Background: an optimization exercise with open tools, aiming at small area. Do not read the settings as production practice. In this exercise RTL edits were held to simulation tests only and were not proved equivalent to the original. Power and IR drop assume default switching activity.

the baseline:
Design nmr_controller, start of the top module:
module nmr_controller #(
	parameter int ADC_LATENCY = 5,	 
	parameter int FIFO_DEPTH  = 16,	 
	parameter int OUT_CREDITS = 4	 
) (
	input  logic                  pulseprog_clk,
	input  logic                  rst,
	input  logic [96:0]           params,
	input  logic                  start,
	input  logic [14:0]           adc_in,
	input  logic                  out_credit,
	output logic                  rf_gate,
	output logic                  rf_phase,
	output logic                  en_rx,
	output logic                  en_adc,
	output logic                  busy,
	output logic                  out_valid,
	output logic [32:0]           out_sample,
	output logic                  lost_sample
);
Size in the first run: ~2000 cells after synthesis, ~640 flip-flops, about 160 I/O pins.
==> module nmr_controller, before the edit <==
module nmr_controller #(
	parameter int ADC_LATENCY = 5,	 
	parameter int FIFO_DEPTH  = 16,	 
	parameter int OUT_CREDITS = 4	 
) (
	input  logic                  pulseprog_clk,
	input  logic                  rst,
	input  logic [96:0]           params,
	input  logic                  start,
	input  logic [14:0]           adc_in,
	input  logic                  out_credit,
	output logic                  rf_gate,
	output logic                  rf_phase,
	output logic                  en_rx,
	output logic                  en_adc,
	output logic                  busy,
	output logic                  out_valid,
	output logic [32:0]           out_sample,
	output logic                  lost_sample
);
	localparam logic [2:0] S_IDLE = 3'b000;
	localparam logic [2:0] S_P90  = 3'b100;
	localparam logic [2:0] S_DNS  = 3'b010;
	localparam logic [2:0] S_P180 = 3'b110;
	localparam logic [2:0] S_DSIG = 3'b011;
	logic [2:0]  st;
	logic        ph;		 
	logic [15:0] timer;		 
	logic [15:0] ndns;		 
	logic [15:0] np180;		 
	logic [15:0] nds;		 
	logic [15:0] nspe;		 
	logic [15:0] rem;		 
	logic        win;		 
	logic        inc_r;		 
	logic        idle;
	logic        accept;
	logic        fin;
	logic        last;
	logic [15:0] tdec;
	assign idle   = (st == S_IDLE);
	assign accept = idle && start;
	logic [15:0] target;	 
	assign target = (st == S_P90) ? 16'd1 : st[2] ? np180 : st[0] ? nds : ndns;
	assign fin    = (timer == target);
	assign last   = (rem == 16'd1);
	assign tdec   = timer - 16'd1;
	always_ff @(posedge pulseprog_clk)
	begin
		ndns  <= (~params[80:65] & {16{accept}}) | (ndns & {16{busy}});
		np180 <= (~params[64:49] & {16{accept}}) | (np180 & {16{busy}});
		nds   <= (~params[48:33] & {16{accept}}) | (nds & {16{busy}});
		nspe  <= (~params[16:1] & {16{accept}}) | (nspe & {16{busy}});
	end
	always_ff @(posedge pulseprog_clk)
	begin
		if (accept)
			timer <= params[96:81];
		else if (!fin)
			timer <= tdec;
		else
			timer <= 16'hfffe;	 
	end
	always_ff @(posedge pulseprog_clk)
	begin
		if (accept)
			rem <= params[32:17];
		else if (st == S_DSIG && fin)
			rem <= rem - 16'd1;
	end
	always_ff @(posedge pulseprog_clk)
	begin
		if (rst)
		begin
			st <= S_IDLE;
			ph <= 1'b0;
		end
		else
		begin
			ph <= accept ? params[0] : (ph && !fin);
			case (st)
				S_IDLE:  if (start) st <= S_P90;
				S_P90:   if (fin) st <= S_DNS;
				S_DNS:   if (fin) st <= S_P180;
				S_P180:  if (fin) st <= S_DSIG;
				S_DSIG:  if (fin) st <= last ? S_IDLE : S_P180;
				default: st <= S_IDLE;
			endcase
		end
	end
	always_ff @(posedge pulseprog_clk)
	begin
		if (st[2])
			win <= (nspe != 16'hffff);
		else
			win <= win && (timer != nspe);
	end
	always_ff @(posedge pulseprog_clk)
	begin
		inc_r <= (st == S_DSIG) && fin && !last;
	end
	assign rf_gate  = st[2];
	assign rf_phase = ph;
	assign en_rx    = st[0];
	assign busy     = !idle;
	assign en_adc   = st[0] && (win || (timer == 16'hffff));
	logic       ev_a;
	logic       ev_b;
	logic [4:0] a_d;
	logic [4:0] b_d;
	logic [15:0] tag;
	logic       capture;
	assign ev_a = en_adc || (accept && !rst);
	assign ev_b = inc_r || (accept && !rst);
	always_ff @(posedge pulseprog_clk)
	begin
		if (rst)
			a_d <= '0;
		else
			a_d <= {a_d[3:0], ev_a};
	end
	always_ff @(posedge pulseprog_clk)
	begin
		b_d <= {b_d[3:0], ev_b};
	end
	always_ff @(posedge pulseprog_clk)
	begin
		if (a_d[4] && b_d[4])
			tag <= '0;
		else if (b_d[4])
			tag <= tag + 16'd1;
	end
	assign capture = a_d[4] && !b_d[4];
	logic [30:0] mem [16];	 
	logic [4:0]  wr;		 
	logic [4:0]  rdl;		 
	logic        push;		 
	logic [4:0]  diff;		 
	logic        cred_ok;
	logic        take;
	logic        not_empty;
	logic        pop;
	logic [2:0]  oc;		 
	assign diff      = wr + ~rdl;
	assign cred_ok   = !(diff[4] || (diff == 5'd15 && out_valid));
	assign take      = capture && cred_ok;
	assign not_empty = (diff != {4'd0, push});
	assign pop       = not_empty && (oc != 3'd0);
	logic [30:0] wdata;
	assign wdata = {adc_in, tag};
	for (genvar i = 0; i < 16; i++)
	begin : g_slot
		logic we;
		logic keep;
		assign we   = take && !rst && (wr[3:0] == 4'(i));
		assign keep = !(rst || (out_valid && rdl[3:0] == 4'(i)));
		always_ff @(posedge pulseprog_clk)
		begin
			mem[i] <= (wdata & {31{we}}) | (mem[i] & {31{keep}});
		end
	end
	always_ff @(posedge pulseprog_clk)
	begin
		if (rst)
		begin
			wr          <= '0;
			rdl         <= '1;
			push        <= 1'b0;
			out_valid   <= 1'b0;
			lost_sample <= 1'b0;
			oc          <= 3'(OUT_CREDITS);
		end
		else
		begin
			wr        <= wr + 5'(take);
			rdl       <= rdl + 5'(pop);
			push      <= take;
			out_valid <= pop;
			if (capture && !cred_ok)
				lost_sample <= 1'b1;
			case ({out_credit, pop})
				2'b10:   oc <= oc + 3'd1;
				2'b01:   oc <= oc - 3'd1;
				default: oc <= oc;
			endcase
		end
	end
	logic [30:0] head;
	logic [15:0] rsel;
	assign rsel = 16'd1 << rdl[3:0];
	always_comb
	begin
		head = '0;
		for (int i = 0; i < 16; i++)
			head = head | (mem[i] & {31{rsel[i]}});
	end
	assign out_sample = {head[30], head[30], head};
endmodule
Settings: LEC_CHECK=0, CAP_MARGIN=20, CORE_MARGIN=2, CORE_UTILIZATION=40, SLEW_MARGIN=20; clock period 8.5 ns.
standard.sh (not shown) runs the stock make flow with config.mk's settings and CLKGATE_MAP_FILE= SYNTH_SCRIPT=/design/flow/synth_recipe.tcl, a recipe that flattens the netlist after the stock synthesis.
==> flow/flow/run.sh <==
#!/bin/bash
set -euo pipefail
here=$(pwd)
export AREA_ABC_SCRIPT="$here/flow/area.abc"
export FLOW_SYNTH_TCL="$here/synth_recipe.tcl"
export BUFFER_PORTS_ARGS="-buffer_cell sky130_fd_sc_hd__buf_1"
export CTS_ARGS="-sink_clustering_enable -repair_clock_nets -dont_use_dummy_load -sink_clustering_size 30 -sink_clustering_max_diameter 100"
sed -e "s#SYNTH_SCRIPT=[^ ]*#SYNTH_SCRIPT=$here/flow/area_synth.tcl#" standard.sh > area_standard.sh
grep -q "area_synth.tcl" area_standard.sh
bash area_standard.sh finish > orfs_flow.log 2>&1
==> flow/flow/area.abc <==
&get -n
&st
&syn3
&dch -f
&nf -R 1000
&st
&dch -f
&nf -R 1000
&st
&dch -f
&nf -R 1000
&put
topo
==> flow/flow/area_synth.tcl <==
# The standard synthesis script, with one change: ABC maps the logic with
# the area-oriented script flow/area.abc instead of ORFS's speed script.
# Flip-flop mapping, names and everything else stay as synth_recipe.tcl does them.
proc abc {args} {
  set i [lsearch -exact $args -script]
  if {$i >= 0} {
    set args [lreplace $args [expr {$i + 1}] [expr {$i + 1}] $::env(AREA_ABC_SCRIPT)]
  }
  yosys abc {*}$args
}
source $::env(FLOW_SYNTH_TCL)
Changes in the candidate relative to the baseline:
diff --git a/flow/design.v b/flow/design.v
--- a/flow/design.v
+++ b/flow/design.v
@@ -95,14 +95,14 @@
 			timer <= tdec;
 		else
 			timer <= 16'hfffe;	 
 	end
-	always_ff @(posedge pulseprog_clk)
-	begin
-		if (accept)
-			rem <= params[32:17];
-		else if (st == S_DSIG && fin)
-			rem <= rem - 16'd1;
+	logic rem_dec;
+	assign rem_dec = (st == S_DSIG) && fin;
+	always_ff @(posedge pulseprog_clk)
+	begin
+		rem <= (params[32:17] & {16{accept}}) | ((rem - 16'd1) & {16{rem_dec}})
+			| (rem & {16{busy && !rem_dec}});
 	end
 	always_ff @(posedge pulseprog_clk)
 	begin
 		if (rst)
@@ -127,9 +127,9 @@
 	begin
 		if (st[2])
 			win <= (nspe != 16'hffff);
 		else
-			win <= win && (timer != nspe);
+			win <= (win && (timer != nspe)) || (timer == 16'd0);
 	end
 	always_ff @(posedge pulseprog_clk)
 	begin
 		inc_r <= (st == S_DSIG) && fin && !last;
@@ -137,9 +137,9 @@
 	assign rf_gate  = st[2];
 	assign rf_phase = ph;
 	assign en_rx    = st[0];
 	assign busy     = !idle;
-	assign en_adc   = st[0] && (win || (timer == 16'hffff));
+	assign en_adc   = st[0] && win;
 	logic       ev_a;
 	logic       ev_b;
 	logic [4:0] a_d;
 	logic [4:0] b_d;
Results
Per the comparison of the candidate with the baseline, sequential share of layout area went down 0.21 points; worst setup slack went up 0.17 ns; portion of total power attributed to sequential cells went down 2.2 points; instance count along the most critical hold path held; power of the sequential group went up 10%. [diff] clock skew, the candidate relative to the baseline: improvement. In the reports for the baseline and the candidate, the larger number of detailed-route iterations in the first pass belongs to the candidate. Looking at die area across the baseline and the candidate, the one that comes out higher is the baseline. Looking at slew at the pin with the worst max-slew slack, the candidate sits below the baseline. Of the baseline and the candidate, the run reporting the lower clock buffer count in the final layout was the candidate. Between the baseline and the candidate, the via count of the first global-routing pass is lower for the baseline. The candidate vs. the baseline: data arrival time of the worst path went down by 0.17 ns. Re total count of hold-check failures in the final report: no difference whatsoever between the candidate and the baseline.

## separate check: timing with driven ports
Ports are ideal in the flow. The routed layouts listed here were re-timed in OpenROAD. Step 1 assumes that a clkbuf_16 drives the clock port and a buf_2 every other input. Step 2 moves the port delays by t, midway between the first and last clock arrival at a register: inputs arrive t later, outputs are due t later. That takes back most of the time a late clock gives input paths. a / b / c = ideal / step 1 / step 2; a / b = the first two.
run | shift t [ns] | slack for setup (ns) | hold slack, ns
the baseline | 0.643 | 2.999 / 2.937 / 3.580 | 0.340 / 0.340 / 0.340
the candidate | 0.645 | 3.173 / 3.115 / 3.760 | 0.321 / 0.321 / 0.321
After both steps setup and hold are still met in every run listed.
